Source: an optimization exercise on an open RTL-to-GDS flow (aim: small area). Production flows keep margins and buffers that such runs may drop.
Function was checked by simulation only, so behaviour that the tests miss may differ from the original.
No driver is modelled on the clock port, so clocking that relies on it looks cheaper here than on a real chip.
Power and IR drop assume default switching activity.

// regfile_scb
module regfile_scb
#(
   parameter int               WIDTH       = regfile_pkg::DEF_WIDTH,
   parameter int               ADDR_W      = regfile_pkg::DEF_ADDR_W,
   parameter logic [WIDTH-1:0] RESET_VALUE = '0,
   parameter bit               ZERO_REG    = 1'b1
) (
   input  logic              CLK,
   input  logic              RESET,
   input  logic              WR_EN,
   input  logic [ADDR_W-1:0] WR_ADDR,
   input  logic [WIDTH-1:0]  WR_DATA,
   input  logic              RD_EN,
   input  logic [ADDR_W-1:0] RD_ADDR1,
   input  logic [ADDR_W-1:0] RD_ADDR2,
   output logic [WIDTH-1:0]  RD_DATA1,
   output logic [WIDTH-1:0]  RD_DATA2,
   output logic              RD_VALID,
   input  logic              RSV_EN,
   input  logic [ADDR_W-1:0] RSV_ADDR,
   output logic              BUSY1,
   output logic              BUSY2
);
Size: ~2400 cells after synthesis, about 120 I/O pins.
clock: 15.0 ns
lec_check: 0
cap_margin: 10
core_margin: 2
core_utilization: 45
place_density: 0.55
slew_margin: 10
standard.sh (not shown) runs the stock make flow with config.mk's settings and CLKGATE_MAP_FILE= SYNTH_SCRIPT=/design/flow/synth_recipe.tcl, a recipe that flattens the netlist after the stock synthesis.
==> flow/flow/run.sh <==
#!/bin/bash
# Layout flow: the standard flow (standard.sh) with
#  - synthesis: the standard script, with the read multiplexer module kept
#    apart, ABC in area mode, and the multiplexer swapped for a gate-level
#    AND-OR version (generated by gen_rdmux.py) before flattening;
#  - port buffers: buf_1;
#  - CTS: one tree per clock net (see pre_cts.tcl), large sink clusters,
#    no dummy loads.
set -euo pipefail
W=$PWD
python3 flow/gen_rdmux.py $W/rdmux_gates.v > gen_rdmux.log 2>&1
rm -rf $W/synth_scripts
cp -r $FLOW_HOME/scripts $W/synth_scripts
cp flow/abc_area_nf.script $W/synth_scripts/abc_speed.script
bash standard.sh SCRIPTS_DIR=$W/synth_scripts SYNTH_SCRIPT=$W/flow/my_synth.tcl \
  SYNTH_KEEP_MODULES=regfile_rdmux RDMUX_GATES=$W/rdmux_gates.v synth > synth.log 2>&1
bash standard.sh "BUFFER_PORTS_ARGS=-buffer_cell sky130_fd_sc_hd__buf_1" PRE_CTS_TCL=$W/flow/pre_cts.tcl \
  "CTS_ARGS=$(cat flow/cts_args.txt)" finish > layout.log 2>&1
Other scripts of this flow, unchanged in this note and not shown: flow/flow/abc_area_nf.script, flow/flow/cts_args.txt, flow/flow/gen_rdmux.py, flow/flow/my_synth.tcl, flow/flow/pre_cts.tcl
==> next run, changes <==
- CELL_PAD_IN_SITES_DETAIL_PLACEMENT: default -> 1
- CELL_PAD_IN_SITES_GLOBAL_PLACEMENT: default -> 1
- CORE_UTILIZATION: 45 -> 50
- PLACE_DENSITY: 0.55 -> 0.6
The new run completed with no timing, DRC or antenna violations; critical path depth climbs by 1; routed wire length rises by 11%; non-clock buffer count fell by 11; combinational power barely changes; setup slack improves by 440 ps; core utilization grows by 5.6 points; clock-buffer cell count is unchanged.

* * *

job 3456:
regfile_scb again, from the RTL that the note above started with.
clock: 15.0 ns
lec_check: 0
cap_margin: 10
core_margin: 2
core_utilization: 50
place_density: 0.6
slew_margin: 10
==> flow/flow/run.sh <==
#!/bin/bash
# Layout flow: the standard flow (standard.sh) with
#  - synthesis: the standard script, with the read multiplexer module kept
#    apart, ABC in area mode, and the multiplexer swapped for a gate-level
#    AND-OR version (generated by gen_rdmux.py) before flattening;
#  - port buffers: buf_1;
#  - CTS: one tree per clock net (see pre_cts.tcl), large sink clusters,
#    no dummy loads;
#  - antenna repair with a ratio margin (pre_route.tcl).
set -euo pipefail
W=$PWD
python3 flow/gen_rdmux.py $W/rdmux_gates.v > gen_rdmux.log 2>&1
rm -rf $W/synth_scripts
cp -r $FLOW_HOME/scripts $W/synth_scripts
cp flow/abc_area_nf.script $W/synth_scripts/abc_speed.script
bash standard.sh SCRIPTS_DIR=$W/synth_scripts SYNTH_SCRIPT=$W/flow/my_synth.tcl \
  SYNTH_KEEP_MODULES=regfile_rdmux RDMUX_GATES=$W/rdmux_gates.v synth > synth.log 2>&1
bash standard.sh "BUFFER_PORTS_ARGS=-buffer_cell sky130_fd_sc_hd__buf_1" PRE_CTS_TCL=$W/flow/pre_cts.tcl \
  PRE_GLOBAL_ROUTE_TCL=$W/flow/pre_route.tcl PRE_DETAIL_ROUTE_TCL=$W/flow/pre_route.tcl MAX_REPAIR_ANTENNAS_ITER_DRT=10 \
  "CTS_ARGS=$(cat flow/cts_args.txt)" finish > layout.log 2>&1
==> flow/flow/pre_route.tcl <==
# Antenna repair with a ratio margin, so that the repairs made on the global
# routes still hold once the detailed router has laid the wires.
if {[llength [info commands orig_repair_antennas]] == 0} {
  rename repair_antennas orig_repair_antennas
  proc repair_antennas {args} {
    if {[lsearch -exact $args -ratio_margin] < 0} {
      lappend args -ratio_margin 30
    }
    return [orig_repair_antennas {*}$args]
  }
}
Other scripts of this flow, unchanged in this note and not shown: flow/flow/abc_area_nf.script, flow/flow/cts_args.txt, flow/flow/gen_rdmux.py, flow/flow/my_synth.tcl, flow/flow/pre_cts.tcl
For job 6564, these inputs were changed with respect to job 3456:
- a change of CORE_UTILIZATION from 50 to 52
- a change of PLACE_DENSITY from 0.6 to 0.62
==> flow/flow/run.sh <==
#!/bin/bash
# Layout flow: the standard flow (standard.sh) with
#  - synthesis: the standard script, with the read multiplexer module kept
#    apart, ABC in area mode, and the multiplexer swapped for a gate-level
#    AND-OR version (generated by gen_rdmux.py) before flattening;
#  - port buffers: buf_1;
#  - CTS: one tree per clock net (see pre_cts.tcl), large sink clusters,
#    no dummy loads.
set -euo pipefail
W=$PWD
python3 flow/gen_rdmux.py $W/rdmux_gates.v > gen_rdmux.log 2>&1
rm -rf $W/synth_scripts
cp -r $FLOW_HOME/scripts $W/synth_scripts
cp flow/abc_area_nf.script $W/synth_scripts/abc_speed.script
bash standard.sh SCRIPTS_DIR=$W/synth_scripts SYNTH_SCRIPT=$W/flow/my_synth.tcl \
  SYNTH_KEEP_MODULES=regfile_rdmux RDMUX_GATES=$W/rdmux_gates.v synth > synth.log 2>&1
bash standard.sh "BUFFER_PORTS_ARGS=-buffer_cell sky130_fd_sc_hd__buf_1" PRE_CTS_TCL=$W/flow/pre_cts.tcl \
  "CTS_ARGS=$(cat flow/cts_args.txt)" finish > layout.log 2>&1
removed: flow/flow/pre_route.tcl
Completing all stages was not enough for job 6564: its layout failed the final checks because of antenna rules. Taking job 3456 as the reference, in job 6564 leakage power total closely matched the old numbers; ratio of total power to cell area moved up; sequential share of layout area shows no meaningful change; total global routing track utilization increased 1.7 points; via total after detailed routing rose by about 1%. On total power of the final layout, job 3456 and job 6564 are basically level. Capture point of the critical path = RD_DATA2[8]: job 3456; capture point of the critical path = RD_DATA2[0]: job 6564.
### job 6564 -> job 9284
- PLACE_DENSITY changed from 0.62 to 0.6
- CELL_PAD_IN_SITES_GLOBAL_PLACEMENT newly set to 1
- CAP_MARGIN changed from 10 to 0
- CORE_UTILIZATION changed from 52 to 50
- SLEW_MARGIN changed from 10 to 0
- CELL_PAD_IN_SITES_DETAIL_PLACEMENT newly set to 1
Count of fill cells added during filler insertion (job 9284 / job 6564): 1.2. Going from job 6564 to job 9284, total wire length grew by more than 10%. Summary of job 6564 and job 9284: one run falls short of a clean finish, namely job 6564. Although it ran to completion, job 6564 produced a layout that fails the final checks because of antenna rules. Re clock-buffer cell count: no difference whatsoever between job 6564 and job 9284.
